Background: an optimization exercise with open tools, aiming at small area, a short achievable clock period and few clock cycles per item. Do not read the settings as production practice. The RTL was checked by simulation tests, not by an equivalence proof against the original design. Power figures rest on the tool's default switching activity, not on a simulated workload.

<file path="flow/constraint.sdc">
create_clock -name core_clock -period 4.0 [get_ports {clk}]
set_input_delay 0.8000 -clock core_clock [delete_from_list [all_inputs] [get_ports {clk}]]
set_output_delay 0.8000 -clock core_clock [all_outputs]
set_load 0.01 [all_outputs]
</file>
<file path="flow/flow/run.sh">
#!/bin/bash
# The standard layout, with plain buffers (sky130_fd_sc_hd__buf_2, resizable within the buf
# footprint) on the ports instead of the default delay-buffer cell, and clock tree synthesis
# without dummy loads and with larger sink clusters.
set -euo pipefail
bash standard.sh finish "BUFFER_PORTS_ARGS=-buffer_cell sky130_fd_sc_hd__buf_2" \
    "CTS_ARGS=-sink_clustering_enable -repair_clock_nets -dont_use_dummy_load -sink_clustering_size 28 -sink_clustering_max_diameter 100" \
    > standard_finish.log 2>&1
</file>
<file path="flow/design.v">
package xcrc_pkg;
    localparam int PAYLOAD_BYTES  = 128;
    localparam int ADDR_BITS      = 21;
    localparam int WORD_ADDR_BITS = ADDR_BITS - 1;
    localparam int WORDS          = PAYLOAD_BYTES / 2;
    localparam int POS_PAYLOAD = 3;
    localparam int POS_LAST    = POS_PAYLOAD + PAYLOAD_BYTES - 1;
    localparam int POS_CRC_HI  = POS_PAYLOAD + PAYLOAD_BYTES;
    localparam int POS_CRC_LO  = POS_CRC_HI + 1;
    localparam logic [7:0]  EOT_BYTE = 8'h04;
    localparam logic [15:0] CRC_POLY = 16'h1021;
    localparam logic [1:0] REPLY_NONE = 2'd0;
    localparam logic [1:0] REPLY_ACK  = 2'd1;
    localparam logic [1:0] REPLY_NAK  = 2'd2;
endpackage
import xcrc_pkg::*;
module xcrc_front (
    input  logic        clk,
    input  logic        rst_n,
    input  logic        cfg_wr_en,
    input  logic [19:0] cfg_word_addr,
    input  logic        push,
    output logic        full,
    input  logic        in_cmd,
    input  logic [7:0]  in_byte,
    output logic        word_en,
    output logic        word_en_next,
    output logic [15:0] word_data,
    output logic        good,
    output logic        frame_restart,
    output logic        reply_push,
    output logic        reply_eot,
    output logic [19:0] frame_addr,
    input  logic        store_near_full,
    input  logic        show_busy,
    input  logic        reply_near_store,
    input  logic [1:0]  reply_count
);
    function automatic logic [15:0] crc_byte(input logic [15:0] crc_in,
                                             input logic [7:0]  data);
        logic [15:0] crc;
        crc = crc_in ^ {data, 8'h00};
        for (int b = 0; b < 8; b++) begin
            if (crc[15])
                crc = {crc[14:0], 1'b0} ^ CRC_POLY;
            else
                crc = {crc[14:0], 1'b0};
        end
        crc_byte = crc;
    endfunction
    logic        full_q;
    logic        accept;
    logic        di_q;       
    logic        st_q;       
    logic        we_n;
    logic [7:0]  in_byte_q;
    logic [19:0] start_q;
    logic [19:0] addr_q;
    logic        active_q, active_n;
    logic [7:0]  pos_q, pos_n, pos_inc;
    logic [15:0] crc_q;
    logic        hi_ok_q;
    logic [7:0]  hold_q;
    logic        eot_q;
    logic        we_q;
    logic        lo_ok_q;
    logic        c_soh_q, c_hi_q, c_lo_q, c_hold_q, c_even_q, c_tail_q, c_win_q;
    logic        data_item;
    logic        at_soh, at_hi, at_lo, in_pay;
    logic        crc_ok;
    logic [1:0]  count_after;
    logic        hz_reply, hz_good, hz_store;
    assign full   = full_q;
    assign accept = push && !full_q;
    always_ff @(posedge clk or negedge rst_n)
    begin
        if (!rst_n)
        begin
            di_q   <= 1'b0;
            st_q   <= 1'b0;
            we_q   <= 1'b0;
        end
        else
        begin
            di_q   <= accept && !in_cmd && active_n;
            st_q   <= accept && in_cmd;
            we_q   <= we_n;
        end
    end
    always_ff @(posedge clk)
    begin
        in_byte_q <= in_byte;
        eot_q     <= (in_byte == EOT_BYTE);
        lo_ok_q   <= (in_byte == crc_q[7:0]);
    end
    always_ff @(posedge clk or negedge rst_n)
    begin
        if (!rst_n)
        begin
            start_q <= '0;
            addr_q  <= '0;
        end
        else
        begin
            if (cfg_wr_en)
                start_q <= cfg_word_addr;
            if (accept && in_cmd)
                addr_q <= start_q;
            else if (good)
                addr_q[19:6] <= addr_q[19:6] + 14'd1;
        end
    end
    assign data_item = di_q;
    assign we_n      = accept && !in_cmd && active_n && (data_item ? c_hold_q : (!st_q && c_even_q));
    assign word_en_next = we_n;
    assign at_soh    = c_soh_q;
    assign at_hi     = c_hi_q;
    assign at_lo     = c_lo_q;
    assign in_pay    = c_hold_q || we_q;
    assign crc_ok    = hi_ok_q && lo_ok_q;
    assign word_en    = we_q;
    assign word_data  = {hold_q, in_byte_q};
    assign good       = data_item && at_lo && crc_ok;
    assign reply_eot  = data_item && at_soh && eot_q;
    assign reply_push = reply_eot || (data_item && at_lo && !crc_ok);
    assign frame_addr = addr_q;
    assign frame_restart = st_q || (data_item && at_lo);
    assign pos_inc = pos_q + 8'd1;
    always_comb
    begin
        active_n = active_q;
        pos_n    = pos_q;
        if (st_q)
        begin
            active_n = 1'b1;
            pos_n    = '0;
        end
        else if (data_item)
        begin
            if (reply_eot)
                active_n = 1'b0;
            pos_n = at_lo ? 8'd0 : pos_inc;
        end
    end
    always_ff @(posedge clk or negedge rst_n)
    begin
        if (!rst_n)
            active_q <= 1'b0;
        else
            active_q <= active_n;
    end
    always_ff @(posedge clk)
    begin
        pos_q    <= pos_n;
        if (st_q || (data_item && at_lo))
        begin
            c_soh_q  <= 1'b1;
            c_hi_q   <= 1'b0;
            c_lo_q   <= 1'b0;
            c_hold_q <= 1'b0;
            c_even_q <= 1'b0;
            c_tail_q <= 1'b0;
            c_win_q  <= 1'b0;
        end
        else if (data_item)
        begin
            c_soh_q  <= 1'b0;
            c_hi_q   <= (pos_inc == 8'(POS_CRC_HI));
            c_lo_q   <= (pos_inc == 8'(POS_CRC_LO));
            c_hold_q <= (pos_inc >= 8'(POS_PAYLOAD)) && (pos_inc <= 8'(POS_LAST)) && pos_inc[0];
            c_even_q <= (pos_inc >= 8'(POS_PAYLOAD)) && (pos_inc <= 8'(POS_LAST)) && !pos_inc[0];
            c_tail_q <= (pos_inc >= 8'(POS_LAST));
            c_win_q  <= (pos_inc >= 8'(POS_PAYLOAD - 1)) && (pos_inc <= 8'(POS_LAST));
        end
        if (data_item && at_soh)
            crc_q <= '0;
        else if (data_item && in_pay)
            crc_q <= crc_byte(crc_q, in_byte_q);
        if (data_item && at_hi)
            hi_ok_q <= (crc_q[15:8] == in_byte_q);
        if (data_item && c_hold_q)
            hold_q <= in_byte_q;
    end
    assign count_after = reply_count + {1'b0, reply_push};
    assign hz_reply    = (count_after == 2'd2) || (count_after == 2'd3) ||
                         ((count_after != 2'd0) && active_q &&
                          ((c_hi_q && data_item) || (c_lo_q && !di_q && !st_q)));
    assign hz_good     = active_q && c_tail_q && ((reply_count != 2'd0) || show_busy);
    assign hz_store    = active_q && c_win_q && (store_near_full || reply_near_store);
    always_ff @(posedge clk or negedge rst_n)
    begin
        if (!rst_n)
            full_q <= 1'b0;
        else
            full_q <= hz_reply || hz_good || hz_store;
    end
endmodule
module xcrc_cmd_fifo (
    input  logic       clk,
    input  logic       rst_n,
    input  logic       wr_en,
    input  logic       wr_eot,
    input  logic       rd_en,
    output logic       rd_eot,
    output logic [1:0] count
);
    logic [1:0] count_q;
    logic       slot0_q, slot1_q;
    assign count  = count_q;
    assign rd_eot = slot0_q;
    always_ff @(posedge clk or negedge rst_n)
    begin
        if (!rst_n)
            count_q <= '0;
        else
            count_q <= count_q + {1'b0, wr_en} - {1'b0, rd_en};
    end
    always_ff @(posedge clk)
    begin
        if (rd_en)
        begin
            slot0_q <= (wr_en && (count_q == 2'd1)) ? wr_eot : slot1_q;
            if (wr_en)
                slot1_q <= wr_eot;
        end
        else if (wr_en)
        begin
            if (count_q == 2'd0)
                slot0_q <= wr_eot;
            else
                slot1_q <= wr_eot;
        end
    end
endmodule
import xcrc_pkg::*;
module xcrc_back (
    input  logic        clk,
    input  logic        rst_n,
    input  logic        word_en,
    input  logic        word_en_next,
    input  logic [15:0] word_data,
    input  logic        good,
    input  logic        frame_restart,
    input  logic [19:0] frame_addr,
    input  logic [1:0]  reply_count,
    input  logic        reply_eot,
    output logic        reply_pop,
    output logic        store_near_full,
    output logic        show_busy,
    output logic        reply_near_store,
    input  logic        pop,
    output logic        empty,
    output logic        res_word_valid,
    output logic [19:0] res_word_address,
    output logic [15:0] res_word_data,
    output logic [1:0]  res_reply,
    output logic        res_transfer_done,
    output logic        res_last
);
    logic [WORDS-1:0][15:0] store_q;
    logic [6:0]  low_q;      
    logic        drain_q;    
    logic        last_q;     
    logic [6:0]  wcnt_q;     
    logic [6:0]  wcnt_n;
    logic [6:0]  bot_n;      
    logic [6:0]  wr_grp_q;   
    logic [6:0]  tk_grp_q;   
    logic [6:0]  low_n;
    logic [6:1]  low_ge_q;   
    logic [6:1]  thr1_q;     
    logic [6:1]  thr2_q;     
    logic [6:1]  wr_ge;      
    logic        wr_ok;
    logic        empty_q;    
    logic        sw_q;       
    logic        rs_q;       
    logic        sw_n;
    logic        shown;
    logic        o_wv_q, o_td_q, o_last_q;
    logic [1:0]  o_reply_q;
    logic [19:0] o_addr_q;
    logic        take;
    logic        top;
    logic        next_word;
    logic        free;
    logic        load_reply;
    logic [WORDS-1:0] stage_en;
    assign shown      = sw_q || rs_q;
    assign take       = shown && pop;
    assign top        = sw_q && pop;
    assign next_word  = top && !last_q;
    assign free       = !shown || (take && (rs_q || last_q));
    assign load_reply = free && (reply_count != 2'd0);
    assign reply_pop  = load_reply;
    always_comb
    begin
        for (int j = 1; j < 7; j++)
            wr_ge[j] = word_en ? thr2_q[j] : thr1_q[j];
        wr_ok = 1'b0;
        for (int j = 1; j < 7; j++)
            wr_ok = wr_ok || (low_ge_q[j] && !wr_ge[j]);
    end
    assign store_near_full  = drain_q && !wr_ok;
    assign show_busy        = drain_q || shown;
    assign reply_near_store = (rs_q || (reply_count != 2'd0)) &&
                              (wcnt_q >= 7'd30);
    assign wcnt_n = frame_restart ? 7'd0 : word_en ? wcnt_q + 7'd1 : wcnt_q;
    assign empty             = empty_q;
    assign res_word_valid    = o_wv_q;
    assign res_word_address  = o_addr_q;
    assign res_word_data     = store_q[WORDS-1];
    assign res_reply         = o_reply_q;
    assign res_transfer_done = o_td_q;
    assign res_last          = o_last_q;
    assign low_n = good ? 7'd0 : top ? low_q + 7'd1 : low_q;
    assign sw_n  = (good || next_word) ? 1'b1 : free ? 1'b0 : sw_q;
    always_comb
    begin
        bot_n[0] = 1'b1;
        for (int j = 1; j < 7; j++)
            bot_n[j] = (wcnt_n >= 7'(1 << (j - 1)));
    end
    always_ff @(posedge clk)
    begin
        wr_grp_q <= bot_n & {7{word_en_next}};
        tk_grp_q <= ~bot_n & {7{sw_n}};
        for (int j = 1; j < 7; j++)
        begin
            low_ge_q[j] <= (low_n >= 7'(1 << j));
            thr1_q[j]   <= (wcnt_n >= 7'((1 << j) - 1));
            thr2_q[j]   <= (wcnt_n >= 7'((1 << j) - 2));
        end
    end
    always_comb
    begin
        stage_en[0] = wr_grp_q[0] || (tk_grp_q[0] && pop);
        for (int i = 1; i < WORDS; i++)
            stage_en[i] = wr_grp_q[$clog2(i + 1)] || (tk_grp_q[$clog2(i + 1)] && pop);
    end
    always_ff @(posedge clk)
    begin
        if (stage_en[0])
            store_q[0] <= word_data;
        for (int i = 1; i < WORDS - 1; i++)
            if (stage_en[i])
                store_q[i] <= store_q[i-1];
        if (stage_en[WORDS-1] || load_reply)
            store_q[WORDS-1] <= load_reply ? 16'd0 : store_q[WORDS-2];
    end
    always_ff @(posedge clk or negedge rst_n)
    begin
        if (!rst_n)
        begin
            drain_q <= 1'b0;
            empty_q <= 1'b1;
            sw_q    <= 1'b0;
            rs_q    <= 1'b0;
        end
        else
        begin
            if (good)
                drain_q <= 1'b1;
            else if (top && last_q)
                drain_q <= 1'b0;
            if (good || next_word || load_reply)
                empty_q <= 1'b0;
            else if (free)
                empty_q <= 1'b1;
            sw_q <= sw_n;
            if (load_reply)
                rs_q <= 1'b1;
            else if (free)
                rs_q <= 1'b0;
        end
    end
    always_ff @(posedge clk)
    begin
        wcnt_q   <= wcnt_n;
        if (good)
        begin
            low_q  <= 7'd0;
            last_q <= 1'b0;
        end
        else if (top)
        begin
            low_q  <= low_n;
            last_q <= (low_q == 7'd62);
        end
        if (good)
        begin
            o_wv_q    <= 1'b1;
            o_addr_q  <= frame_addr;
            o_reply_q <= REPLY_NONE;
            o_td_q    <= 1'b0;
            o_last_q  <= 1'b0;
        end
        else if (next_word)
        begin
            o_wv_q    <= 1'b1;
            o_addr_q  <= o_addr_q + 20'd1;
            o_reply_q <= (low_q == 7'd62) ? REPLY_ACK : REPLY_NONE;
            o_td_q    <= 1'b0;
            o_last_q  <= (low_q == 7'd62);
        end
        else if (load_reply)
        begin
            o_wv_q    <= 1'b0;
            o_addr_q  <= '0;
            o_reply_q <= reply_eot ? REPLY_ACK : REPLY_NAK;
            o_td_q    <= reply_eot;
            o_last_q  <= 1'b1;
        end
    end
endmodule
import xcrc_pkg::*;
module xmodem_crc_receiver_page_writer (
    input  logic                                clk,
    input  logic                                rst_n,
    input  logic                                cfg_wr_en,
    input  logic [xcrc_pkg::ADDR_BITS-1:0]      cfg_wr_data,
    input  logic                                push,
    output logic                                full,
    input  logic                                in_cmd,
    input  logic [7:0]                          in_byte,
    input  logic                                pop,
    output logic                                empty,
    output logic                                res_word_valid,
    output logic [xcrc_pkg::WORD_ADDR_BITS-1:0] res_word_address,
    output logic [15:0]                         res_word_data,
    output logic [1:0]                          res_reply,
    output logic                                res_transfer_done,
    output logic                                res_last
);
    logic        word_en;
    logic        word_en_next;
    logic [15:0] word_data;
    logic        good;
    logic        reply_push;
    logic        reply_eot_in;
    logic [19:0] frame_addr;
    logic        frame_restart;
    logic        store_near_full;
    logic        show_busy;
    logic        reply_near_store;
    logic [1:0]  reply_count;
    logic        reply_pop;
    logic        reply_eot_out;
    xcrc_front u_front (
        .clk             (clk),
        .rst_n           (rst_n),
        .cfg_wr_en       (cfg_wr_en),
        .cfg_word_addr   (cfg_wr_data[20:1]),
        .push            (push),
        .full            (full),
        .in_cmd          (in_cmd),
        .in_byte         (in_byte),
        .word_en         (word_en),
        .word_en_next    (word_en_next),
        .word_data       (word_data),
        .good            (good),
        .frame_restart   (frame_restart),
        .reply_push      (reply_push),
        .reply_eot       (reply_eot_in),
        .frame_addr      (frame_addr),
        .store_near_full (store_near_full),
        .show_busy       (show_busy),
        .reply_near_store(reply_near_store),
        .reply_count     (reply_count)
    );
    xcrc_cmd_fifo u_reply_q (
        .clk    (clk),
        .rst_n  (rst_n),
        .wr_en  (reply_push),
        .wr_eot (reply_eot_in),
        .rd_en  (reply_pop),
        .rd_eot (reply_eot_out),
        .count  (reply_count)
    );
    xcrc_back u_back (
        .clk               (clk),
        .rst_n             (rst_n),
        .word_en           (word_en),
        .word_en_next      (word_en_next),
        .word_data         (word_data),
        .good              (good),
        .frame_restart     (frame_restart),
        .frame_addr        (frame_addr),
        .reply_count       (reply_count),
        .reply_eot         (reply_eot_out),
        .reply_pop         (reply_pop),
        .store_near_full   (store_near_full),
        .show_busy         (show_busy),
        .reply_near_store  (reply_near_store),
        .pop               (pop),
        .empty             (empty),
        .res_word_valid    (res_word_valid),
        .res_word_address  (res_word_address),
        .res_word_data     (res_word_data),
        .res_reply         (res_reply),
        .res_transfer_done (res_transfer_done),
        .res_last          (res_last)
    );
endmodule
</file>
<file path="flow/config.mk">
export PLATFORM = sky130hd
export DESIGN_NAME = xmodem_crc_receiver_page_writer
export DESIGN_NICKNAME = xmodem_crc_receiver_page_writer
export VERILOG_FILES = /design/flow/design.v
export SDC_FILE = /design/flow/constraint.sdc
export NUM_CORES = 4
export LEC_CHECK = 0
export ABC_AREA = 1
export CAP_MARGIN = 20
export CORE_MARGIN = 2
export CORE_UTILIZATION = 52
export PLACE_DENSITY = 0.7
export SETUP_SLACK_MARGIN = 2.1
export SLEW_MARGIN = 20
export TNS_END_PERCENT = 5
</file>
<file path="flow/standard.sh">
#!/bin/bash
# synth_recipe.tcl (not shown) runs the flow's synth.tcl, then flattens the netlist and writes it again
# the make line also repeats each setting of config.mk as NAME=value (left out here)
make -C /OpenROAD-flow-scripts/flow DESIGN_CONFIG=/design/flow/config.mk WORK_HOME=/design/flow/orfs CLKGATE_MAP_FILE= SYNTH_SCRIPT=/design/flow/synth_recipe.tcl "${@:-finish}"
</file>
==> results of run 1 <==
==> routing by layer <==
layer  share of wire [%]  track usage (%)  up-vias  wire, um
li1                    -                -     7488         -
met1                  48             17.7     7816     22900
met2                  46             19.0      193     22100
met3                 3.4             2.04       90      1620
met4                 2.7             3.94        2      1280
met5               0.027                0        -        13
==> Yosys cell counts (3+ instances only) <==
cell type  count
nor2_1        84
ha_1          12
o21bai_1       7
xnor2_1       19
o211ai_1       7
o221ai_1       5
inv_2         12
buf_2          9
or2_2          7
dfxtp_1       91
o31ai_1        3
nand3_1       33
a21o_1         8
clkbuf_1      11
nor2_4         5
xor2_1        18
nor2_2        10
nand2_4        6
nand2_1      179
a21oi_1       46
o21ai_1        5
o21ai_0       64
a211oi_1       4
nand3b_1       4
o22ai_1        7
a22o_1         3
nand4_1       11
inv_1        136
nor3_1        16
edfxtp_1    1055
mux2_2         6
nor2_8         3
nand3_2       10
dfrtp_1       50
nor4_1         4
nand2_2        4
buf_4         18
==> registers in the layout, indices dropped and copies added (netlist names), 8 cells and up <==
| signal | count |
|---|---|
| u_back.store_q | 1024 |
| u_front.crc_q | 16 |
| u_front.hold_q | 8 |
| u_front.in_byte_q | 8 |
| u_front.start_q | 20 |
| u_front.pos_q | 8 |
| u_front.addr_q | 20 |
| u_back.o_addr_q | 20 |
==> layout make-up <==
cell class | instances | area share (%)
sequential | 1197 | 82.7
multi-input combinational | 608 | 8.32
tap | 969 | 2.88
clock buffer | 48 | 2.86
timing repair buffer | 116 | 1.87
inverter | 149 | 1.34
timing repair inverter | 1 | 0.0178
antenna | 1 | 0.00595
==> worst reg2reg max path, cell delays in order (launching register included) <==
cell,delay (ns)
edfxtp_1,0.48
nand3_2,0.18
nor2_2,0.21
nand2_2,0.11
nor2_4,0.14
nand4_2,0.18
nor2_2,0.15
a21oi_1,0.07
o21ai_0,0.10
nand2_1,0.07
==> how the worst min path moves through the flow <==
| stage | to | cells after the start |
|---|---|---|
| finish | u_front.addr_q[17]$_DFFE_PN0P_ | 1 |
| CTS | u_front.addr_q[17]$_DFFE_PN0P_ | 1 |
| global placement | u_back.store_q[60]$_DFFE_PP_ | 0 |
| floorplan | u_back.store_q[1000]$_DFFE_PP_ | 0 |
| detailed placement | u_back.store_q[1005]$_DFFE_PP_ | 0 |
| global route | u_front.addr_q[17]$_DFFE_PN0P_ | 1 |
==> stage by stage <==
step | power, mW | cells | TNS, ns | hold WS (ns) | utilization [%]
4_1_cts | 21.5 | 3070 | 0 | 0.121 | 56.3
2_1_floorplan | 15.6 | 1992 | -424.26 | 0.400 | -
5_1_grt | 22.3 | 3088 | 0 | 0.146 | 56.6
6_report | 21.3 | 3089 | 0 | 0.148 | 56.6
3_3_place_gp | 16.1 | 3018 | 0 | 0.401 | 54.6
3_5_place_dp | 16.1 | 3019 | 0 | 0.405 | 54.6
==> layout by cell type, fill, tap and decap left out, types with 18 or more instances in the layout <==
master / Yosys / layout
o21ai_0: 64 / 63
dfrtp_1: 50 / 49
nand2_1: 179 / 175
xor2_1: 18 / 18
buf_2: 9 / 75
edfxtp_1: 1055 / 1055
a21oi_1: 46 / 46
nor2_1: 84 / 84
buf_4: 18 / 32
inv_1: 136 / 135
xnor2_1: 19 / 18
dfxtp_1: 91 / 91
clkbuf_16: 0 / 48
nand3_1: 33 / 32
==> kinds of logic after synthesis <==
family	Yosys count	share of synthesized area, %
AOI/OAI and AO/OA	168	2.55
xor gates and xnor gates	39	0.915
adders and majority gates	12	0.385
buffers and inverters	187	2.01
DFF	1197	89.3
muxes	6	0.173
and+or+nand+nor	383	4.71
==> where the power goes <==
group,switching (mW),internal (mW),leakage (nW)
clock network,3.21,2.16,0.592
logic,1.00,0.651,2.79
registers,0.386,13.9,10.1
total,4.60,16.7,13.5
==> timing repair <==
action,4_1_cts,5_1_grt
gates cloned,0,1
hold endpoints to repair,0,0
setup endpoints to repair,431,521
pin swaps,0,4
gates resized for setup,7,13
setup buffers,3,17
==> qor.txt, run 1 <==
Outcome: no timing/DRC/antenna violations
Starting Density: 52.4%
Synth Area per Inst: 19.6 um2
Synth cell types: 53
Top FF cell, synth: edfxtp_1
Nets: 2168
Filler Cell Count: 5512
Design area: 0.0421 mm2
Critical R2R Launch: u_back.o_addr_q[2]$_DFFE_PP_
Pin count of the biggest net entering global routing: 86
Placed cell area: 0.0406 mm2
Boundary pin count: 78
Final wirelength: 47.8 mm
Synth top area share: 81.3%
Reg2Reg Setup Slack: 2.08 ns
VDD IR-drop max: 366 uV
Core area: 0.0743 mm2
Crit path cell chain: buf_2
Post-route ant nets: 0
Sink Count: 1197
Warnings from Yosys: 3
WP data arrival: 1.28 ns
Cells on worst reg2reg path: 9
Dominant cells by area after synthesis: edfxtp_1 (81%), dfxtp_1 (4.7%), dfrtp_1 (3.2%)
Final worst slack: 1.92 ns
Share of cells above drive strength 1: 12.0%
Slowest CP cell: edfxtp_1
GRT Overall Usage: 12.2%
CTS root buffer: clkbuf_16
Fin. max-slew vios: 0
Buf+Inv Stages, Crit Path: 1
Antenna violations before repair: 1
Dominant cell type by area after synthesis: edfxtp_1
Final period utilization: 52.0%
Largest delay share family, worst path: flip-flops
CP endpoint kind: primary output
Via Count: 15.6k
Area Overhead vs Synth: 7.93%
Vias in the first global route: 15.1k
Power per standard cell area: 507 mW/mm2
CP startpoint: u_back.o_addr_q[7]$_DFFE_PP_
Hold_buf cts: 0
Leak: 13.5 nW
EDFF count, synth: 1055
Clk latency of the worst-skew pair: 0.63 ns
Cell area after synthesis: 0.0390 mm2
CTS buffer count: 48
DR vias/cell: 5.05
DP Worst Slack: 1.23 ns
Reg clk slew, reported paths: 0.11 ns
Hold Path Class: in -> async
Drt drc: 0
Post-synthesis register bit count: 1197
Die W: 278 um
Cell count after synthesis: 1992
Final setup violation count: 0
Post-DP HPWL: 27.2 mm
Fin crit period: 2.08 ns
Worst relative slew slack: 46.7%
GP Congestion: 0.820
Setup crit end: res_word_address[7]
Worst-margin pin slew: 0.800 ns
FP Rows: 100
Iteration-0 DRC Markers: 1139
FFs w/ async S/R, synth: 4.26%
Mapped Nets: 2039
Multi-input logic area: 0.00350 mm2
Count of input and output buffers: 76
H-tree Lvls: 2
Die height: 278 um
Crit Path Class: reg -> out
FF-to-FF End: u_back.o_addr_q[17]$_DFFE_PP_
CTS tree: built
Final Hold Vio Count: 0
CP max FO: 6
Number of stages on the worst setup path: 1
Drt pass-1 iters: 5
Worst setup SP type: register
Overflow left after global routing: 0
Final clock skew: 0.0522 ns
Sequential area share after synthesis: 89.3%
Die footprint: 0.0771 mm2
Required @ worst endpoint: 3.20 ns
WL/cell: 15.5 um
Crit-path max cell delay: 0.51 ns
First-pass GRT wire length: 77.3 mm
Register Area: 0.0348 mm2
Maxcap violations: 0
Clock Path Buffers: 3
RSZ-0062 raised after global routing: yes
Max Freq: 480 MHz
Testbench counts, summed over its fixed seeds: cycles 26,118, frames 192.
==> run 2, diff against run 1 <==
--- a/flow/config.mk
+++ b/flow/config.mk
@@ -5,7 +5,6 @@
 export SDC_FILE = /design/flow/constraint.sdc
 export NUM_CORES = 4
 export LEC_CHECK = 0
-export ABC_AREA = 1
 export CAP_MARGIN = 20
 export CORE_MARGIN = 2
 export CORE_UTILIZATION = 52
==> run 2 against run 1 <==
Effect of this change:
- critical path type unchanged
- final cell count shrank 5.1%
- sequential cell count is the same
- worst setup slack gained 0.038 ns
- still clean
- wire length grew 0.91%
- via count shrank 3.4%
==> qor.txt, run 2 <==
Design Power: 21.7 mW
WL/cell: 16.5 um
Synth Area per Inst: 20.9 um2
Hold WS: 0.242 ns
Share of cells above drive strength 1: 12.5%
H-tree Lvls: 2
Crit Path Class: reg -> out
Final period utilization: 51.1%
FFs w/ async S/R, synth: 4.26%
Nets: 2022
Area Overhead vs Synth: 8.18%
Cell count after synthesis: 1845
Final wirelength: 48.3 mm
Required @ worst endpoint: 3.20 ns
Crit path cell chain: buf_2
Core area: 0.0732 mm2
Top FF cell, synth: edfxtp_1
Drt drc: 0
Reg2Reg Setup Slack: 2.02 ns
Dominant cells by area after synthesis: edfxtp_1 (82%), dfxtp_1 (4.7%), dfrtp_1 (3.2%)
Top reg by flops: u_back.store_q
Fin crit period: 2.04 ns
Post-route ant nets: 0
FF-to-FF End: u_front.addr_q[19]$_DFFE_PN0P_
Worst-margin pin slew: 0.839 ns
Reg clk slew, reported paths: 0.11 ns
Count of input and output buffers: 76
Hold Path Class: in -> async
Hold_buf cts: 0
Mapped Nets: 1892
Overflow left after global routing: 0
Fin. max-slew vios: 0
Post-synthesis register bit count: 1197
CP endpoint kind: primary output
Switch Pwr: 4.74 mW
Die footprint: 0.0765 mm2
Post-DP HPWL: 26.4 mm
Synth top area share: 82.0%
Worst setup SP type: register
DR vias/cell: 5.14
VDD IR-drop max: 439 uV
Maxcap violations: 0
Worst relative slew slack: 43.7%
Post-synth top cells: edfxtp_1 (1055), nand2_1 (117), dfxtp_1 (91)
Clock Path Buffers: 3
Iteration-0 DRC Markers: 1450
Clk latency of the worst-skew pair: 0.63 ns
Critical R2R Launch: u_front.di_q$_DFF_PN0_
Die height: 277 um
Boundary pin count: 78
CP max FO: 3
Drt pass-1 iters: 5
Sink Count: 1197
Sw Share: 21.8%
Cell area after synthesis: 0.0386 mm2
FP Rows: 99
Count leader, synth: edfxtp_1
CTS tree: built
Antenna violations before repair: 0
Crit-path max cell delay: 0.48 ns
Final Hold Vio Count: 0
RSZ-0062 raised after global routing: yes
Leak: 12.7 nW
CTS root buffer: clkbuf_16
Synth cell types: 67
Slowest CP cell: edfxtp_1
Total internal power: 17.0 mW
Starting Density: 52.8%
Final clock skew: 0.0533 ns
Cells on worst reg2reg path: 7
Max FFs per register: 1024
Max Freq: 489 MHz
Power per standard cell area: 519 mW/mm2
ANT cells: 0
Via Count: 15.1k
Commonest non-fill, non-tap cells in the layout: edfxtp_1 (1055), nand2_1 (115), dfxtp_1 (84), nor2_1 (79), buf_2 (73)
EDFF count, synth: 1055
Vias in the first global route: 14.9k
Final setup violation count: 0
Clock network fraction of total power: 24.9%
Most common cell after layout, fill and taps aside: edfxtp_1
Buf+Inv Stages, Crit Path: 1
CTS buffer count: 48
Pin count of the biggest net entering global routing: 98
GP Congestion: 0.817
Outcome: no timing/DRC/antenna violations
Seq pwr share: 66.5%
Dominant cell type by area after synthesis: edfxtp_1
Combinational cell fraction of total power: 8.6%
Die W: 277 um
WP data arrival: 1.24 ns
GRT Overall Usage: 12.4%
Largest delay share family, worst path: flip-flops
Warnings from Yosys: 3
Setup TNS: 0 ns
Core Util, Final: 57.1%
Sequential area share after synthesis: 90.1%
First-pass GRT wire length: 77.6 mm
[run 2: cell count changes after synthesis, sizes merged, moves of 21 or more]
cell | previous run | this run
inv | 149 | 31
nand2 | 189 | 117
xnor2 | 21 | 52
and2 | 0 | 24
nand3 | 43 | 19
o21ai | 70 | 47
nor2 | 102 | 81
[run 2: cells by family (layout without fill, tap and decap cells)]
logic type / count (synthesis) / after routing / synth area share, %
DFF: 1197 / 1197 / 90.1
and+or+nand+nor: 315 / 315 / 3.83
buffers and inverters: 81 / 209 / 1.01
adders and majority gates: 12 / 12 / 0.389
muxes: 25 / 25 / 0.719
AOI/OAI and AO/OA: 139 / 139 / 2.20
xor gates and xnor gates: 76 / 76 / 1.80
[run 2: worst max path at each step]
| stage | startpoint | to | slack [ns] | cells past startpoint |
|---|---|---|---|---|
| 5_1_grt | u_back.o_addr_q[3]$_DFFE_PP_ | res_word_address[3] | 1.89 | 1 |
| 2_1_floorplan | pop | u_back.store_q[1008]$_SDFFCE_PP0P_ | -1.19 | 3 |
| 4_1_cts | u_back.empty_q$_DFFE_PN1P_ | empty | 1.91 | 1 |
| 3_5_place_dp | pop | u_back.low_ge_q[1]$_DFF_P_ | 1.21 | 7 |
| 6_report | u_back.o_addr_q[14]$_DFFE_PP_ | res_word_address[14] | 1.96 | 1 |
| 3_3_place_gp | pop | u_back.low_ge_q[1]$_DFF_P_ | 1.29 | 7 |
[run 2: cell type report]
type	count	area, um2
Clock buffer	48	1200
Timing Repair inverter	1	7.51
Sequential cell	1197	34800
Fill cell	5236	31400
Tap cell	959	1200
Timing Repair Buffer	128	877
Inverter	32	124
Multi-Input combinational cell	567	3570
[run 2: repair_timing]
action,4_1_cts,5_1_grt
pin swaps,2,4
endpoints found under the setup margin,281,254
gates resized for setup,28,13
buffers inserted,14,15
gates cloned,0,1
[run 2: routing by layer]
layer	up-vias	wire (um)	GRT usage, %
li1	7149	-	-
met1	7616	22900	18.0
met2	215	22600	19.6
met3	81	1590	1.99
met4	0	1210	3.95
met5	-	0	0
[run 2: stage by stage]
stage / instances / area [um2] / setup slack [ns]
global placement: 2854 / 40200 / 1.29
global route: 2932 / 41800 / 1.89
floorplan: 1845 / 38600 / -1.19
CTS: 2916 / 41600 / 1.91
detailed placement: 2854 / 40200 / 1.21
finish: 2932 / 41800 / 1.96
[run 2: worst register-to-register path: cells and delay by family, from the launching register on]
| family | cells | cell delay (ns) |
|---|---|---|
| AO/OA/AOI/OAI | 1 | 0.12 |
| buffers and inverters | 1 | 0.25 |
| flip-flops | 1 | 0.53 |
| XOR/XNOR | 1 | 0.16 |
| AND/OR/NAND/NOR | 4 | 0.85 |
[run 2: power groups by stage]
stage | Clock [mW] | Sequential (mW) | Combinational (mW)
global placement | 0 | 14.7 | 1.65
detailed placement | 0 | 14.7 | 1.71
floorplan | 0 | 14.6 | 1.28
finish | 5.41 | 14.4 | 1.87
CTS | 5.64 | 14.4 | 1.84
global route | 6.03 | 14.5 | 2.07
==> run 3, diff against run 2 <==
--- a/flow/config.mk
+++ b/flow/config.mk
@@ -5,6 +5,7 @@
 export SDC_FILE = /design/flow/constraint.sdc
 export NUM_CORES = 4
 export LEC_CHECK = 0
+export ABC_CLOCK_PERIOD_IN_PS = 1800
 export CAP_MARGIN = 20
 export CORE_MARGIN = 2
 export CORE_UTILIZATION = 52
==> run 3 against run 2 <==
Effect of this change:
- sequential power hardly changed
- global-route usage stayed put
- critical endpoint unchanged
- synthesized cell count stayed put
- combinational power hardly changed
- count of clock-buffer cells in the layout stayed put
- final area stayed put
- sequential cell count stayed put
- wire length stayed put
==> qor.txt, run 3 <==
Outcome: no timing/DRC/antenna violations
Dominant cells by area after synthesis: edfxtp_1 (82%), dfxtp_1 (4.7%), dfrtp_1 (3.2%)
Sw Share: 21.8%
Grt peak-use layer: met2
CTS root buffer: clkbuf_16
Fin. max-slew vios: 0
Overflow left after global routing: 0
Final setup violation count: 0
Final period utilization: 51.1%
Worst setup SP type: register
Placed cell area: 0.0402 mm2
Max FFs per register: 1024
Hold Path Class: in -> async
First-pass GRT wire length: 77.6 mm
Final Hold Vio Count: 0
Clock Path Buffers: 3
Via Count: 15.1k
Sink Count: 1197
Drt pass-1 iters: 5
Seq pwr share: 66.5%
Cell area after synthesis: 0.0386 mm2
Die W: 277 um
Starting Density: 52.8%
Post-DP HPWL: 26.4 mm
Antenna violations before repair: 0
RSZ-0062 raised after global routing: yes
# placed instances: 2854
Number of stages on the worst setup path: 1
Iteration-0 DRC Markers: 1450
Fin crit period: 2.04 ns
Reg clk slew, reported paths: 0.11 ns
Worst relative slew slack: 43.7%
Synth cell types: 67
Hold WS: 0.242 ns
Design Power: 21.7 mW
Required @ worst endpoint: 3.20 ns
Crit Path Class: reg -> out
DR vias/cell: 5.14
Largest delay share family, worst path: flip-flops
Power per standard cell area: 519 mW/mm2
WL/cell: 16.5 um
Leak: 12.7 nW
CP max FO: 3
CTS buffer count: 48
WP data arrival: 1.24 ns
Slowest CP cell: edfxtp_1
Cells on worst reg2reg path: 7
Synth Area per Inst: 20.9 um2
CP endpoint kind: primary output
Vias in the first global route: 14.9k
Top FF cell, synth: edfxtp_1
Max Freq: 489 MHz
FF-to-FF End: u_front.addr_q[19]$_DFFE_PN0P_
Warnings from Yosys: 3
Design area: 0.0418 mm2
Synth top area share: 82.0%
Hold_buf cts: 0
Critical R2R Launch: u_front.di_q$_DFF_PN0_
Post-Layout Cell Count: 2932
FP Rows: 99
Top reg by flops: u_back.store_q
Count of input and output buffers: 76
Commonest non-fill, non-tap cells in the layout: edfxtp_1 (1055), nand2_1 (115), dfxtp_1 (84), nor2_1 (79), buf_2 (73)
Combinational cell fraction of total power: 8.6%
Die height: 277 um
Switch Pwr: 4.74 mW
Maxcap violations: 0
Met3 usage: 1.99%
FFs w/ async S/R, synth: 4.26%
EDFF count, synth: 1055
Reg2Reg Setup Slack: 2.02 ns
VDD IR-drop max: 439 uV
ANT cells: 0
Nets: 2022
Met1 Use GR: 18.0%
Clk latency of the worst-skew pair: 0.63 ns
Post-synth top cells: edfxtp_1 (1055), nand2_1 (117), dfxtp_1 (91)
Most common cell after layout, fill and taps aside: edfxtp_1
Share of cells above drive strength 1: 12.5%
Pin count of the biggest net entering global routing: 98
Crit path cell chain: buf_2
Sequential area share after synthesis: 90.1%
Post-route ant nets: 0
GRT Overall Usage: 12.4%
Boundary pin count: 78
Crit-path max cell delay: 0.48 ns
Clock network fraction of total power: 24.9%
H-tree Lvls: 2
Dominant cell type by area after synthesis: edfxtp_1
Met2 usage: 19.6%
Die footprint: 0.0765 mm2
CTS tree: built
GP Congestion: 0.817
Area Overhead vs Synth: 8.18%
Final clock skew: 0.0533 ns
Total internal power: 17.0 mW
Post-synthesis register bit count: 1197
Filler Cell Count: 5236
Core area: 0.0732 mm2
Count leader, synth: edfxtp_1
Mapped Nets: 1892
Drt drc: 0
Buf+Inv Stages, Crit Path: 1
Cell count after synthesis: 1845
Final wirelength: 48.3 mm
Worst-margin pin slew: 0.839 ns
run 3: cell counts after synthesis:
No cell type changed its count.
run 3: cell families (layout without fill, tap and decap cells):
group                    count (synthesis)  in the layout  share of synthesized area, %
XOR/XNOR                                76             76                          1.80
flip-flops                            1197           1197                          90.1
buffers and inverters                   81            209                          1.01
multiplexers                            25             25                         0.719
AND/OR/NAND/NOR                        315            315                          3.83
AO/OA/AOI/OAI                          139            139                          2.20
adder cells (fa/ha/maj)                 12             12                         0.389
run 3: area by class of cell:
cell class	count	area (um2)	share of cell area [%]
Sequential cell	1197	34800	83.3
Multi-Input combinational cell	567	3570	8.53
Clock buffer	48	1200	2.87
Tap cell	959	1200	2.87
Timing Repair Buffer	128	877	2.10
Inverter	32	124	0.296
Timing Repair inverter	1	7.51	0.0180
run 3: metrics by stage:
stage	setup slack (ns)	TNS, ns	utilization, %
after floorplan	-1.19	-420.65	-
after global placement	1.29	0	54.9
after detailed placement	1.21	0	54.9
after CTS	1.91	0	56.9
after global routing	1.89	0	57.1
final	1.96	0	57.1
run 3: worst max-delay path by stage:
stage	from	end	slack (ns)
after global placement	pop	u_back.low_ge_q[1]$_DFF_P_	1.29
after CTS	u_back.empty_q$_DFFE_PN1P_	empty	1.91
after global routing	u_back.o_addr_q[3]$_DFFE_PP_	res_word_address[3]	1.89
after floorplan	pop	u_back.store_q[1008]$_SDFFCE_PP0P_	-1.19
after detailed placement	pop	u_back.low_ge_q[1]$_DFF_P_	1.21
final	u_back.o_addr_q[14]$_DFFE_PP_	res_word_address[14]	1.96
run 3: power groups by stage:
stage | logic (mW) | registers (mW) | clock network (mW)
floorplan | 1.28 | 14.6 | 0
global placement | 1.65 | 14.7 | 0
detailed placement | 1.71 | 14.7 | 0
CTS | 1.84 | 14.4 | 5.64
global route | 2.07 | 14.5 | 6.03
finish | 1.87 | 14.4 | 5.41
run 3: repair_timing:
action                     4_1_cts  5_1_grt
gates cloned                     0        1
setup buffers                   14       15
resized for setup               28       13
setup endpoints to repair      281      254
pin swaps                        2        4
run 3: routing by layer:
metal  share of wire, %  wire (um)
met5                  0          0
met1                 47      22900
met2                 47      22600
met4                2.5       1210
met3                3.3       1590
==> run 4, diff against run 3 <==
==> flow/config.mk (replaced) <==
export PLATFORM = sky130hd
export DESIGN_NAME = xmodem_crc_receiver_page_writer
export DESIGN_NICKNAME = xmodem_crc_receiver_page_writer
export VERILOG_FILES = /design/flow/design.v
export SDC_FILE = /design/flow/constraint.sdc
export NUM_CORES = 4
export LEC_CHECK = 0
export CAP_MARGIN = 20
export CORE_MARGIN = 2
export CORE_UTILIZATION = 52
export PLACE_DENSITY = 0.65
export SETUP_SLACK_MARGIN = 2.3
export SLEW_MARGIN = 20
export TNS_END_PERCENT = 10
==> run 4 against run 3 <==
Effect of this change:
- final cell count rose by 1.5%
- wire length is 0.70% higher
- die area is the same
- utilization increased by 1.1 points
- largest power group unchanged
==> qor.txt, run 4 <==
FF-to-FF End: u_back.o_addr_q[17]$_DFFE_PP_
Crit path cell chain: buf_6
Setup TNS: 0 ns
WL/cell: 16.3 um
FFs w/ async S/R, synth: 4.26%
Vias in the first global route: 14.9k
CTS buffer count: 48
Setup crit end: empty
Reg2Reg Setup Slack: 2.06 ns
Crit-path max cell delay: 0.56 ns
Core area: 0.0732 mm2
Drt drc: 0
Reg clk slew, reported paths: 0.11 ns
Nets: 2066
Max Freq: 487 MHz
Register Area: 0.0348 mm2
Warnings from Yosys: 3
Final wirelength: 48.6 mm
GP Congestion: 0.822
H-tree Lvls: 2
Post-synth top cells: edfxtp_1 (1055), nand2_1 (117), dfxtp_1 (91)
Placed cell area: 0.0402 mm2
CP endpoint kind: primary output
Hold_buf cts: 0
Worst-margin pin slew: 0.766 ns
Antenna violations before repair: 1
CTS tree: built
Post-DP HPWL: 25.9 mm
Clock Path Buffers: 3
DP Worst Slack: 1.22 ns
Area Overhead vs Synth: 10.2%
Critical R2R Launch: u_back.o_addr_q[11]$_DFFE_PP_
Die W: 277 um
Synth top area share: 82.0%
Boundary pin count: 78
Cell count after synthesis: 1845
Fin. max-slew vios: 0
Cells on worst reg2reg path: 7
Slowest CP cell: dfstp_2
Cell area after synthesis: 0.0386 mm2
Top FF cell, synth: edfxtp_1
Sequential area share after synthesis: 90.1%
Starting Density: 52.8%
Synth Area per Inst: 20.9 um2
GRT Overall Usage: 12.4%
Count of input and output buffers: 76
Iteration-0 DRC Markers: 1468
Crit Path Class: reg -> out
Final setup violation count: 0
Count leader, synth: edfxtp_1
Required @ worst endpoint: 3.20 ns
Fin crit period: 2.05 ns
FP Rows: 99
EDFF count, synth: 1055
Overflow left after global routing: 0
DR vias/cell: 5.16
VDD IR-drop max: 409 uV
Synth cell types: 67
Largest delay share family, worst path: flip-flops
Design area: 0.0426 mm2
Die height: 277 um
RSZ-0062 raised after global routing: yes
Max FFs per register: 1024
CTS root buffer: clkbuf_16
CP startpoint: u_back.empty_q$_DFFE_PN1P_
Buf+Inv Stages, Crit Path: 1
Share of cells above drive strength 1: 16.9%
Post-route ant nets: 0
Post-synthesis register bit count: 1197
Worst relative slew slack: 48.9%
Power per standard cell area: 518 mW/mm2
First-pass GRT wire length: 78.2 mm
Most common cell after layout, fill and taps aside: edfxtp_1
Multi-input logic area: 0.00387 mm2
Final period utilization: 51.4%
Drt pass-1 iters: 5
Pin count of the biggest net entering global routing: 114
Mapped Nets: 1892
Final worst slack: 1.95 ns
Number of stages on the worst setup path: 1
Final Hold Vio Count: 0
Leak: 13.0 nW
Dominant cell type by area after synthesis: edfxtp_1
Hold WS: 0.231 ns
WP data arrival: 1.25 ns
Outcome: no timing/DRC/antenna violations
CP max FO: 2
Worst setup SP type: register
Commonest non-fill, non-tap cells in the layout: edfxtp_1 (1055), nand2_1 (110), buf_4 (80), dfxtp_1 (78), nor2_1 (76)
Dominant cells by area after synthesis: edfxtp_1 (82%), dfxtp_1 (4.7%), dfrtp_1 (3.2%)
Maxcap violations: 0
Clk latency of the worst-skew pair: 0.63 ns
Filler Cell Count: 5190
Top reg by flops: u_back.store_q
Die footprint: 0.0765 mm2
Hold Path Class: in -> async
Final clock skew: 0.0636 ns
Sink Count: 1197
Via Count: 15.4k
## run 4: changes by cell type in the layout (fill, tap and decap cells not counted), sizes merged
cell | before | now
buf | 128 | 171
bufbuf | 0 | 1
clkinv | 1 | 0
diode | 0 | 1
inv | 30 | 31
## run 4: power by group
group	switching [mW]	total, mW	internal, mW
Combinational	1.17	2.21	1.04
Sequential	0.439	14.4	14.0
Clock	3.25	5.41	2.16
## run 4: layout make-up
class / count / area share, %
Multi-Input combinational cell: 567 / 9.09
Clock buffer: 48 / 2.82
Timing Repair inverter: 1 / 0.0176
Timing Repair Buffer: 172 / 3.14
Inverter: 32 / 0.291
Tap cell: 959 / 2.82
Sequential cell: 1197 / 81.8
Antenna cell: 1 / 0.00588
## run 4: worst min path at each step
stage                                endpoint  slack [ns]  depth (start not counted)
3_5_place_dp   u_back.store_q[1006]$_DFFE_PP_        0.40                          0
4_1_cts          u_front.in_byte_q[3]$_DFF_P_        0.32                          1
2_1_floorplan  u_back.store_q[1000]$_DFFE_PP_        0.40                          0
6_report       u_front.start_q[4]$_DFFE_PN0P_        0.23                          1
3_3_place_gp     u_back.store_q[39]$_DFFE_PP_        0.40                          0
5_1_grt        u_front.start_q[3]$_DFFE_PN0P_        0.25                          1
## run 4: routing by layer
| layer | part of all wire [%] | up-vias | global-route usage (%) |
|---|---|---|---|
| met1 | 48 | 7831 | 18.2 |
| met5 | 0 | - | 0 |
| met2 | 47 | 211 | 19.3 |
| met4 | 2.6 | 0 | 3.76 |
| met3 | 3.1 | 85 | 1.94 |
| li1 | - | 7232 | - |
## run 4: logic make-up after synthesis
family	Yosys count	synth area share, %
AO/OA/AOI/OAI	139	2.20
XOR/XNOR	76	1.80
adder cells (fa/ha/maj)	12	0.389
buffers and inverters	81	1.01
flip-flops	1197	90.1
multiplexers	25	0.719
AND/OR/NAND/NOR	315	3.83
## run 4: stage by stage
step                instances  total power [mW]  utilization (%)
detailed placement       2853              16.4             54.9
CTS                      2953              22.1             57.7
global placement         2853              16.3             54.9
floorplan                1845              15.9                -
global route             2977              23.0             58.1
finish                   2977              22.0             58.1
## run 4: repair_timing
item	in CTS	in global routing
setup endpoints to repair	668	601
pin swaps	37	21
gates cloned	2	0
resized for setup	93	35
buffers inserted	50	23

port drivers added, routing unchanged:
In the flow no input, the clock included, has a driving cell. The finished layouts below were timed again as built, in two steps.
Step 1: set_driving_cell puts a clkbuf_16 on clk and a buf_2 on each other input, an assumption about the parent block.
Step 2, shift: input delay + t, output delay - t, t = (earliest + latest rising clock arrival at the registers) / 2. This alone moves slack from input paths to output paths.
Slacks: ideal / step 1 / step 2; pairs: ideal / step 1.
run | shift t [ns] | setup slack, ns | worst setup path at the end | worst register clock-pin slew, ns
run 1 | 0.660 | 1.918 / 1.859 / 1.315 | input to register | 0.11 / 0.11
run 2 | 0.660 | 1.956 / 1.894 / 1.397 | input to register | 0.11 / 0.11
run 3 | 0.660 | 1.956 / 1.894 / 1.397 | input to register | 0.11 / 0.11
run 4 | 0.651 | 1.946 / 1.889 / 1.526 | input to register | 0.11 / 0.11
After both steps every run listed still meets setup and hold. The setup slack of run 1, which loses most, moves by -0.059 ns with the drivers and by -0.603 ns with both steps.
